Context: an optimization exercise on an open-source flow, tuned for small area, a short achievable clock period and few clock cycles. The choices shown serve that exercise and are no tape-out recipe. In this exercise RTL edits were held to simulation tests only and were not proved equivalent to the original. Power figures rest on the tool's default switching activity, not on a simulated workload.

==> flow/design.v (excerpt) <==
module raster_core_multirow #(
   parameter int unsigned CORE_ID      = 3,
   parameter int unsigned NUM_ROWS     = 2,
   parameter int unsigned X_MAX        = 400,
   parameter int unsigned BRAM_LATENCY = 2,
   parameter logic [31:0] LAMBDA_ONE   = 32'h0001_0000,
   parameter int unsigned ADDR_W       = 10
) (
   input  logic              clk,
   input  logic              reset,
   input  logic              s_valid,
   input  logic [31:0]       s_data,
   output logic              s_ready,
   output logic              m_valid,
   input  logic              m_ready,
   output logic [15:0]       m_data,
   output logic              m_last,
   output logic              rch_en,
   output logic [ADDR_W-1:0] rch_addr,
   input  logic [31:0]       rch_data,
   output logic              wch_en,
   output logic [ADDR_W-1:0] wch_addr,
   output logic [31:0]       wch_data
);
export LEC_CHECK = 0
export ABC_AREA = 1
export CAP_MARGIN = 20
export CORE_MARGIN = 2
export CORE_UTILIZATION = 40
export SETUP_SLACK_MARGIN = 4.4
export SLEW_MARGIN = 20
create_clock -name core_clock -period 8.0 [get_ports {clk}]
run.sh (not shown) runs the stock make flow with config.mk's settings and CLKGATE_MAP_FILE= SYNTH_SCRIPT=/design/flow/synth_recipe.tcl, a recipe that flattens the netlist after the stock synthesis.
The first run ran to the end with no violations.
Testbench counts at the start, summed over its fixed seeds: cycles 86,487.
Then changed:
--- a/flow/config.mk
+++ b/flow/config.mk
@@ -12 +12,3 @@
-export SETUP_SLACK_MARGIN = 4.4
+export CTS_CLUSTER_DIAMETER = 60
+export CTS_CLUSTER_SIZE = 30
+export SETUP_SLACK_MARGIN = 4.0
What happened:
- The changed run finished with timing, DRC and antenna clean
- cell count decreases by 1.7%
- via count decreases by 2.9%
- design area decreases by 4.7%
- routed wire length decreases by 4.1%
- worst setup slack gets worse by 0.15 ns
- sequential share of layout area increases by 1.6 points
- clock skew increases by 0.0045 ns
- first-iteration DRC count increases by 6.1%
- flip-flop and latch count is unchanged
- worst hold slack gets better by 0.0038 ns
- clock-buffer cell count decreases by 29
Then changed:
--- a/flow/config.mk
+++ b/flow/config.mk
@@ -12,2 +11,0 @@
-export CTS_CLUSTER_DIAMETER = 60
-export CTS_CLUSTER_SIZE = 30
What happened: The new run passed the timing, DRC and antenna checks. Sequential share of layout area decreases by 0.13 points. Die area does not change. Total power rises by 0.60%. Setup slack is worse by 0.082 ns. First-iteration DRC count drops by 3.9%. Non-clock buffer count falls by 2. Via count rose by 0.41%. Critical path depth grows by 10. Final area grows by 0.37%. Sequential power stays flat. Global-route usage grows by 0.17 points.
Then changed:
--- a/flow/config.mk
+++ b/flow/config.mk
@@ -12 +12 @@
-export SETUP_SLACK_MARGIN = 4.0
+export SETUP_SLACK_MARGIN = 4.2
=>
- cell area rose by 1.3%
- total power rose by 1.9%
- routed wire length rose by 1.3%
- setup slack is better by 0.13 ns
- synthesized area stays the same
- flip-flop and latch count does not change
- count of clock-buffer cells in the layout does not change
- core utilization rose by 0.59 points

---

JK:
raster_core_multirow, a different RTL version from the one above (not shown whole).
For scale: roughly 3,300 cells after synthesis, ~140 I/O pins.
==> flow/design.v (excerpt) <==
module raster_core_multirow #(
   parameter int unsigned CORE_ID      = 3,
   parameter int unsigned NUM_ROWS     = 2,
   parameter int unsigned X_MAX        = 400,
   parameter int unsigned BRAM_LATENCY = 2,
   parameter logic [31:0] LAMBDA_ONE   = 32'h0001_0000,
   parameter int unsigned ADDR_W       = 10
) (
   input  logic              clk,
   input  logic              reset,
   input  logic              s_valid,
   input  logic [31:0]       s_data,
   output logic              s_ready,
   output logic              m_valid,
   input  logic              m_ready,
   output logic [15:0]       m_data,
   output logic              m_last,
   output logic              rch_en,
   output logic [ADDR_W-1:0] rch_addr,
   input  logic [31:0]       rch_data,
   output logic              wch_en,
   output logic [ADDR_W-1:0] wch_addr,
   output logic [31:0]       wch_data
);
Settings: LEC_CHECK=0, CAP_MARGIN=20, CORE_MARGIN=2, CORE_UTILIZATION=40, SLEW_MARGIN=20; clock period 8.0 ns.
Testbench counts of JK, summed over its fixed seeds: cycles 89,220.
diff inputs: JK => MS
Settings: setting SETUP_SLACK_MARGIN to 5.0 for the first time.
==> comparison <==
In MS relative to JK, final cell count had gone up by a few percent. Re overall power: MS is about 0.44% down on JK. Compared with JK, MS shows a higher number of global-route vias before repair. Re number of tap instances: no difference whatsoever between MS and JK. Setup slack in MS is larger than in JK. MS — share of total power in combinational logic 1.6 points higher, JK as reference. MS against JK: average wire per cell in the routed design went up 6.5%, total global routing overflow held, fill cell instance count of the final layout went down 440. In the tables for JK and MS, detailed-route via count reads lower with JK. NOTE non-clock buffer count JK->MS increased by more than 100%.
Relative to MS, the following input files were edited for AL:
Settings: changing SETUP_SLACK_MARGIN from 5.0 to 4.0.
Results
- Per the comparison of AL with MS, overall global routing resource usage went down by 1.1 points; final area went down by 8.4%; worst hold slack went up by 0.011 ns; final setup slack of the worst path went up by 0.071 ns; global-route wire length before repair went down by about 4%.
[inputs] TR vs AL
Settings: changing SETUP_SLACK_MARGIN from 4.0 to 4.6.
Notes after the runs:
- Comparing TR against AL, there is no change at all in count of TritonRoute iterations in the first routing pass.
- The met2 wirelength from detailed routing reported for TR is greater than that of AL by 230 um.
- [compare] base=AL new=TR: number of nets in the final layout +2.8%, met3 routed wirelength +780 um, clock-buffer cell count rose about 2.3%, setup slack climbed 0.021 ns, final period demand of the worst path down 0.021 ns.
- Taking AL as the reference point, the via count of TR rises by 2.4%.
- Of TR and AL, AL shows the lower area added between synthesis and finish, with TR above it.
- Relative to AL, sequential share of layout area has decreased by 1.8 points in TR.

---

zinc:
Another version of the RTL of raster_core_multirow (not shown whole).
Size: about 3400 cells after synthesis, ~140 I/O pins.
Settings: LEC_CHECK=0, ABC_AREA=1, CAP_MARGIN=20, CORE_MARGIN=2, CORE_UTILIZATION=40, SETUP_SLACK_MARGIN=4.0, SLEW_MARGIN=20; clock period 8.0 ns.
Per the final summary, zinc finished and its layout is clean on timing, DRC and antenna.
Testbench counts of zinc, summed over its fixed seeds: cycles 88,275.
Input changes introduced in quartz (baseline for comparison: zinc):
--- a/flow/config.mk
+++ b/flow/config.mk
@@ -12 +12 @@
-export SETUP_SLACK_MARGIN = 4.0
+export SETUP_SLACK_MARGIN = 4.5
==> comparison <==
zinc → quartz: global-route track usage on met1 rose by 1.3 points, post-CTS clock slew at the launch and capture registers of the worst setup and hold paths held steady, portion of total power attributed to combinational logic higher.
quartz vs. zinc: fmax rose 2.3%; per-cell routed wire length rose by about 3%; total power consumption of the routed design went up about 5.5%; count of cells resized by post-cts repair went up by 164.
Buffer count excluding the clock tree in the final layout went up by more than half going from zinc to quartz.

[static timing again, ports no longer ideal]
The flow's constraints put no driver on any port. The routed layouts listed below were extracted and timed again, unchanged, in two steps. Step 1, drivers: a clkbuf_16 drives clk and a buf_2 each remaining input, both assumed. Step 2 times the ports against the registers' clock, not the clock port: input delays grow and output delays shrink by t, the midpoint of the rising clock arrivals with the driver on. a / b / c = no drivers / after step 1 / after step 2; a / b = the first two.
| run | t (ns) | setup slack, ns | worst data-port slew with drivers (ns) |
|---|---|---|---|
| the first run of note 1 | 0.694 | 4.298 / 4.298 / 3.808 | 0.06 |
| the second run of note 1 | 0.670 | 4.153 / 4.153 / 3.531 | 0.05 |
| the third run of note 1 | 0.677 | 4.071 / 4.071 / 3.526 | 0.05 |
| the fourth run of note 1 | 0.683 | 4.202 / 4.202 / 3.609 | 0.05 |
| JK | 0.684 | 2.845 / 2.845 / 2.845 | 0.12 |
| MS | 0.682 | 3.651 / 3.651 / 3.651 | 0.14 |
| AL | 0.679 | 3.722 / 3.722 / 3.638 | 0.12 |
| TR | 0.670 | 3.743 / 3.743 / 3.743 | 0.13 |
| zinc | 0.694 | 4.087 / 4.110 / 3.433 | 0.09 |
| quartz | 0.698 | 4.175 / 4.175 / 3.762 | 0.07 |
After both steps every run listed still meets setup and hold. For zinc, which loses most, drivers alone change the setup slack by +0.023 ns; drivers and shift together by -0.654 ns.
